What follows belongs to an exercise in optimizing a design on an open flow for small area, a short achievable clock period and few clock cycles; a production flow would make more cautious choices.
In this exercise RTL edits were held to simulation tests only and were not proved equivalent to the original.
No activity file was given, so power comes from the tool's default toggle rates.

## build 38
==> flow/design.v <==
package pix_pkg;
	localparam int PIXEL_BITS = 8;
	localparam int LANES      = 4;                   
	typedef logic [PIXEL_BITS-1:0]       pixel_t;
	typedef logic [LANES*PIXEL_BITS-1:0] beat_t;    
	localparam int LINE_BEATS   = 4;                 
	localparam int STORED_LINES = 4;                 
	typedef logic [1:0] col_t;                       
	typedef logic [2:0] row_cnt_t;                   
endpackage
package filt_pkg;
	typedef logic [1:0] rot_t;
	typedef logic [7:0] coeff_t;
	localparam coeff_t H_EDGE   = 8'd6;
	localparam coeff_t H_NEAR   = 8'd58;
	localparam coeff_t H_CENTER = 8'd128;
	typedef logic [15:0] prod_t;                     
	typedef logic [17:0] sum_t;                      
	localparam sum_t ROUND_BIAS  = 18'd128;
	localparam int   ROUND_SHIFT = 8;
endpackage
`timescale 1ns/1ps
module y_filter_top
(
	input  logic  clock,
	input  logic  reset,
	input  logic  in_valid,
	output logic  in_ready,
	input  pix_pkg::beat_t in_data,
	input  logic  in_first,
	output logic  out_valid,
	input  logic  out_ready,
	output pix_pkg::beat_t out_data
);
	localparam int LANES = pix_pkg::LANES;
	localparam int PB    = pix_pkg::PIXEL_BITS;
	localparam int LB    = pix_pkg::LINE_BEATS;
	localparam int DEPTH = LB * pix_pkg::STORED_LINES - 2;    
	logic           adv;                                 
	logic           accept;
	pix_pkg::beat_t sr [DEPTH];                          
	logic [9:0]     g2 [LANES];                          
	logic [9:0]     u2 [LANES];                          
	logic [14:0]    p [LANES];                           
	pix_pkg::col_t  col;
	logic [2:0]     row;
	pix_pkg::beat_t res;
	assign adv      = !out_valid || out_ready;
	assign in_ready = adv;
	assign accept   = adv && in_valid;
	pix_pkg::col_t eff_col;
	logic [2:0]    eff_row;
	assign eff_col = in_first ? pix_pkg::col_t'(0) : col;
	assign eff_row = in_first ? 3'd0 : row;
	always_ff @(posedge clock) begin
		if (reset) begin
			col <= '0;
			row <= '0;
		end else if (accept) begin
			col <= eff_col + pix_pkg::col_t'(1);
			if (eff_col == pix_pkg::col_t'(LB - 1) && !eff_row[2]) begin
				row <= eff_row + 3'd1;
			end else begin
				row <= eff_row;
			end
		end
	end
	function automatic logic [29:0] csa(input logic [14:0] a, input logic [14:0] b, input logic [14:0] c);
		csa = {(a & b) | (a & c) | (b & c), a ^ b ^ c};
	endfunction
	function automatic logic [14:0] add15(input logic [14:0] a, input logic [14:0] b);
		logic [14:0] g;
		logic [14:0] p;
		logic [14:0] gg;
		logic [14:0] pp;
		g  = a & b;
		p  = a ^ b;
		gg = g;
		pp = p;
		for (int lv = 0; lv < 4; lv++) begin
			for (int i = 0; i < 15; i++) begin
				if ((i >> lv) & 1) begin
					int j;
					j = ((i >> lv) << lv) - 1;
					gg[i] = gg[i] | (pp[i] & gg[j]);
					pp[i] = pp[i] & pp[j];
				end
			end
		end
		for (int i = 2; i < 15; i = i * 2) begin
			gg[i] = (g[i] | (p[i] & g[i-1])) | ((p[i] & p[i-1]) & gg[i-2]);
		end
		add15 = p ^ {gg[13:0], 1'b0};
	endfunction
	function automatic logic [14:0] cpa1(input logic [29:0] cs);
		cpa1 = add15(cs[14:0], {cs[28:15], 1'b1});
	endfunction
	always_ff @(posedge clock) begin
		if (accept) begin
			sr[0] <= in_data;
			for (int k = 1; k < DEPTH; k++) begin
				sr[k] <= sr[k-1];
			end
			for (int l = 0; l < LANES; l++) begin
				logic [14:0] t;
				logic [14:0] gx;
				t      = cpa1(csa(15'(sr[13][l*PB +: PB]), ~(15'(sr[9][l*PB +: PB])), ~(15'(sr[1][l*PB +: PB]))));
				g2[l] <= t[9:0];
				t      = cpa1(csa(15'(sr[9][l*PB +: PB]), 15'(sr[1][l*PB +: PB]), {6'd0, sr[5][l*PB +: PB], 1'b1}));
				u2[l] <= t[9:0];
				gx     = {{5{g2[l][9]}}, g2[l]};
				p[l]  <= cpa1(csa({gx[13:0], 1'b1}, gx, {u2[l], 5'd0}));
			end
		end
	end
	always_comb begin
		for (int l = 0; l < LANES; l++) begin
			logic [14:0] acc;
			acc = cpa1(csa(p[l], {6'd0, in_data[l*PB +: PB], 1'b0}, {7'd0, in_data[l*PB +: PB]}));
			res[l*PB +: PB] = acc[14:7];
		end
	end
	always_ff @(posedge clock) begin
		if (reset) begin
			out_valid <= 1'b0;
		end else if (adv) begin
			out_valid <= in_valid && eff_row[2];         
		end
	end
	always_ff @(posedge clock) begin
		if (accept) begin
			out_data <= res;
		end
	end
endmodule
==> flow/config.mk <==
export PLATFORM = sky130hd
export DESIGN_NAME = y_filter_top
export DESIGN_NICKNAME = y_filter_top
export VERILOG_FILES = /design/flow/design.v
export SDC_FILE = /design/flow/constraint.sdc
export NUM_CORES = 4
export LEC_CHECK = 0
export ABC_AREA = 1
export CAP_MARGIN = 20
export CORE_MARGIN = 2
export CORE_UTILIZATION = 55
export CTS_BUF_LIST = sky130_fd_sc_hd__clkbuf_8
export CTS_CLUSTER_DIAMETER = 50
export CTS_CLUSTER_SIZE = 18
export SETUP_SLACK_MARGIN = 3.0
export SLEW_MARGIN = 20
export TNS_END_PERCENT = 30
==> flow/constraint.sdc <==
create_clock -name core_clock -period 5.5 [get_ports {clock}]
set_input_delay 1.1000 -clock core_clock [delete_from_list [all_inputs] [get_ports {clock}]]
set_output_delay 1.1000 -clock core_clock [all_outputs]
set_load 0.01 [all_outputs]
standard.sh (not shown) runs the stock make flow with config.mk's settings and CLKGATE_MAP_FILE= SYNTH_SCRIPT=/design/flow/synth_recipe.tcl, a recipe that flattens the netlist after the stock synthesis.
==> flow/flow/run.sh <==
#!/bin/bash
set -euo pipefail
export BUFFER_PORTS_ARGS="-buffer_cell sky130_fd_sc_hd__buf_2"
export CTS_ARGS="-sink_clustering_enable -repair_clock_nets -dont_use_dummy_load -sink_clustering_size 10 -sink_clustering_max_diameter 40 -buf_list sky130_fd_sc_hd__clkbuf_4"
bash standard.sh MATCH_CELL_FOOTPRINT=0 finish > standard_make.log 2>&1
Build 38 was carried through to the last stage, and its layout satisfied the timing, design-rule and antenna checks.
Testbench counts of build 38, summed over its fixed seeds: cycles 3,080.
#### Input delta (build 90 over build 38)
# build 38
export LEC_CHECK = 0
export ABC_AREA = 1
export CAP_MARGIN = 20
export CORE_MARGIN = 2
export CORE_UTILIZATION = 55
export CTS_BUF_LIST = sky130_fd_sc_hd__clkbuf_8
export CTS_CLUSTER_DIAMETER = 50
export CTS_CLUSTER_SIZE = 18
export SETUP_SLACK_MARGIN = 3.0
export SLEW_MARGIN = 20
export TNS_END_PERCENT = 30
create_clock -name core_clock -period 5.5 [get_ports {clock}]
# build 90
export LEC_CHECK = 0
export ABC_AREA = 1
export CAP_MARGIN = 20
export CORE_MARGIN = 2
export CORE_UTILIZATION = 62
export CTS_BUF_LIST = sky130_fd_sc_hd__clkbuf_8
export CTS_CLUSTER_DIAMETER = 50
export CTS_CLUSTER_SIZE = 18
export SETUP_SLACK_MARGIN = 3.0
export SLEW_MARGIN = 20
create_clock -name core_clock -period 5.5 [get_ports {clock}]
### Flow results
Final area: build 38 vs build 90 — no meaningful difference. Going from build 38 to build 90, first-iteration DRC count moved up, highest cell delay on the worst timing path dropped 0.03 ns, met3 track demand over resource in global routing went down 0.16 points. Switching part of the total: build 38 vs build 90 — no meaningful difference. Build 38 → build 90: smallest hold slack went up, total power went up, leakage power of the design did not really move.
Input changes introduced in build 52 (baseline for comparison: build 90):
# build 90
export LEC_CHECK = 0
export ABC_AREA = 1
export CAP_MARGIN = 20
export CORE_MARGIN = 2
export CORE_UTILIZATION = 62
export CTS_BUF_LIST = sky130_fd_sc_hd__clkbuf_8
export CTS_CLUSTER_DIAMETER = 50
export CTS_CLUSTER_SIZE = 18
export SETUP_SLACK_MARGIN = 3.0
export SLEW_MARGIN = 20
create_clock -name core_clock -period 5.5 [get_ports {clock}]
# build 52
export LEC_CHECK = 0
export ABC_AREA = 1
export CAP_MARGIN = 20
export CORE_MARGIN = 2
export CORE_UTILIZATION = 55
export CTS_BUF_LIST = sky130_fd_sc_hd__clkbuf_8
export CTS_CLUSTER_DIAMETER = 50
export CTS_CLUSTER_SIZE = 18
export SETUP_SLACK_MARGIN = 2.9
export SLEW_MARGIN = 20
create_clock -name core_clock -period 5.5 [get_ports {clock}]
==> flow/run.sh (new file) <==
#!/bin/bash
# synth_recipe.tcl (not shown) runs the flow's synth.tcl, then flattens the netlist and writes it again
# the make line also repeats each setting of config.mk as NAME=value (left out here)
make -C /OpenROAD-flow-scripts/flow DESIGN_CONFIG=/design/flow/config.mk WORK_HOME=/design/flow/orfs CLKGATE_MAP_FILE= SYNTH_SCRIPT=/design/flow/synth_recipe.tcl finish
removed: flow/flow/run.sh
removed: flow/standard.sh
When the final numbers for build 90 and build 52 were put side by side, the first-iteration DRC count turned out to be smaller in build 52.
Looking only at layout overhead on the synthesized area, and setting everything else aside, the lower value of build 90 and build 52 goes to build 90.
Build 90 tops out at a higher clock frequency than build 52.
Build 52: total power 9.7% above build 90
Delta (build 52 minus build 90): critical path depth higher, via count normalized by instance count lower, global-route usage lower.
For build 52, the beginning of the critical path was in_data[3], unlike build 90, where it was out_ready.
Largest net degree at the start of global routing (lower): build 52
Build 52 vs build 90: utilization after layout down in build 52
The inputs of build 94 differ from those of build 52 as listed below.
# build 52
export LEC_CHECK = 0
export ABC_AREA = 1
export CAP_MARGIN = 20
export CORE_MARGIN = 2
export CORE_UTILIZATION = 55
export CTS_BUF_LIST = sky130_fd_sc_hd__clkbuf_8
export CTS_CLUSTER_DIAMETER = 50
export CTS_CLUSTER_SIZE = 18
export SETUP_SLACK_MARGIN = 2.9
export SLEW_MARGIN = 20
create_clock -name core_clock -period 5.5 [get_ports {clock}]
# build 94
export LEC_CHECK = 0
export ABC_AREA = 1
export CAP_MARGIN = 20
export CORE_MARGIN = 2
export CORE_UTILIZATION = 55
export CTS_BUF_LIST = sky130_fd_sc_hd__clkbuf_8
export CTS_CLUSTER_DIAMETER = 50
export CTS_CLUSTER_SIZE = 18
export SETUP_SLACK_MARGIN = 3.0
export SLEW_MARGIN = 20
create_clock -name core_clock -period 5.5 [get_ports {clock}]
==> flow/flow/run.sh (new file) <==
#!/bin/bash
set -euo pipefail
export BUFFER_PORTS_ARGS="-buffer_cell sky130_fd_sc_hd__buf_2"
export CTS_ARGS="-sink_clustering_enable -repair_clock_nets -dont_use_dummy_load -sink_clustering_size 18 -sink_clustering_max_diameter 50 -buf_list sky130_fd_sc_hd__clkbuf_8"
bash standard.sh MATCH_CELL_FOOTPRINT=0 finish > standard_make.log 2>&1
==> flow/standard.sh (new file) <==
#!/bin/bash
# synth_recipe.tcl (not shown) runs the flow's synth.tcl, then flattens the netlist and writes it again
# the make line also repeats each setting of config.mk as NAME=value (left out here)
make -C /OpenROAD-flow-scripts/flow DESIGN_CONFIG=/design/flow/config.mk WORK_HOME=/design/flow/orfs CLKGATE_MAP_FILE= SYNTH_SCRIPT=/design/flow/synth_recipe.tcl "${@:-finish}"
removed: flow/run.sh
==> comparison <==
- Capture point of the worst path: out_data[4] -> build 52, in_ready -> build 94
- Against build 52 as the reference, build 94 delivers a lower ratio of final minimum period to clock period.
- Against build 52, build 94 comes in 5.9 points lower on clock network power share.
- The lower fraction of area in registers of build 52 and build 94 is in build 52.
--- input diff build 94..build 37 ---
==> flow/flow/run.sh <==
#!/bin/bash
set -euo pipefail
export BUFFER_PORTS_ARGS="-buffer_cell sky130_fd_sc_hd__buf_2"
export CTS_ARGS="-sink_clustering_enable -repair_clock_nets -dont_use_dummy_load -sink_clustering_size 30 -sink_clustering_max_diameter 60 -buf_list sky130_fd_sc_hd__clkbuf_16"
bash standard.sh MATCH_CELL_FOOTPRINT=0 finish > standard_make.log 2>&1
--- outcome ---
Build 94 → build 37: reported leakage power increased by about 2% relative to the old numbers, area added between synthesis and finish increased by 2.2 points relative to the old numbers, fraction of power consumed by combinational cells decreased by 0.6 points relative to the old numbers, final cell count closely matched the old numbers.

## re-timing with driven ports
In the flow no input, the clock included, has a driving cell. The finished layouts below were timed again as built, in two steps. Step 1, drivers: a clkbuf_16 drives clock and a buf_2 each remaining input, both assumed. Step 2 adds t to the input delays and takes it off the output delays; t is the mean of the earliest and latest rising clock arrival at the registers after step 1. Input paths then give back, and output paths get back, about the clock's delay inside the block. a / b / c = no drivers / after step 1 / after step 2; a / b = the first two.
run | shift t [ns] | setup slack, ns | hold slack, ns | worst setup path after step 2 | worst slew at a driven data input, ns
build 38 | 0.812 | 2.932 / 2.904 / 2.345 | 0.341 / 0.341 / 0.341 | input to register | 0.07
build 90 | 0.833 | 2.978 / 2.938 / 2.251 | 0.357 / 0.357 / 0.357 | input to register | 0.08
build 52 | 0.697 | 2.923 / 2.909 / 2.237 | 0.407 / 0.407 / 0.407 | input to register | 0.06
build 94 | 0.704 | 2.982 / 2.935 / 2.359 | 0.394 / 0.394 / 0.394 | input to register | 0.08
build 37 | 0.640 | 2.982 / 2.935 / 2.416 | 0.349 / 0.349 / 0.349 | input to register | 0.10
After both steps setup and hold are still met in every run listed. For build 90, which loses most, drivers alone change the setup slack by -0.040 ns; drivers and shift together by -0.727 ns.
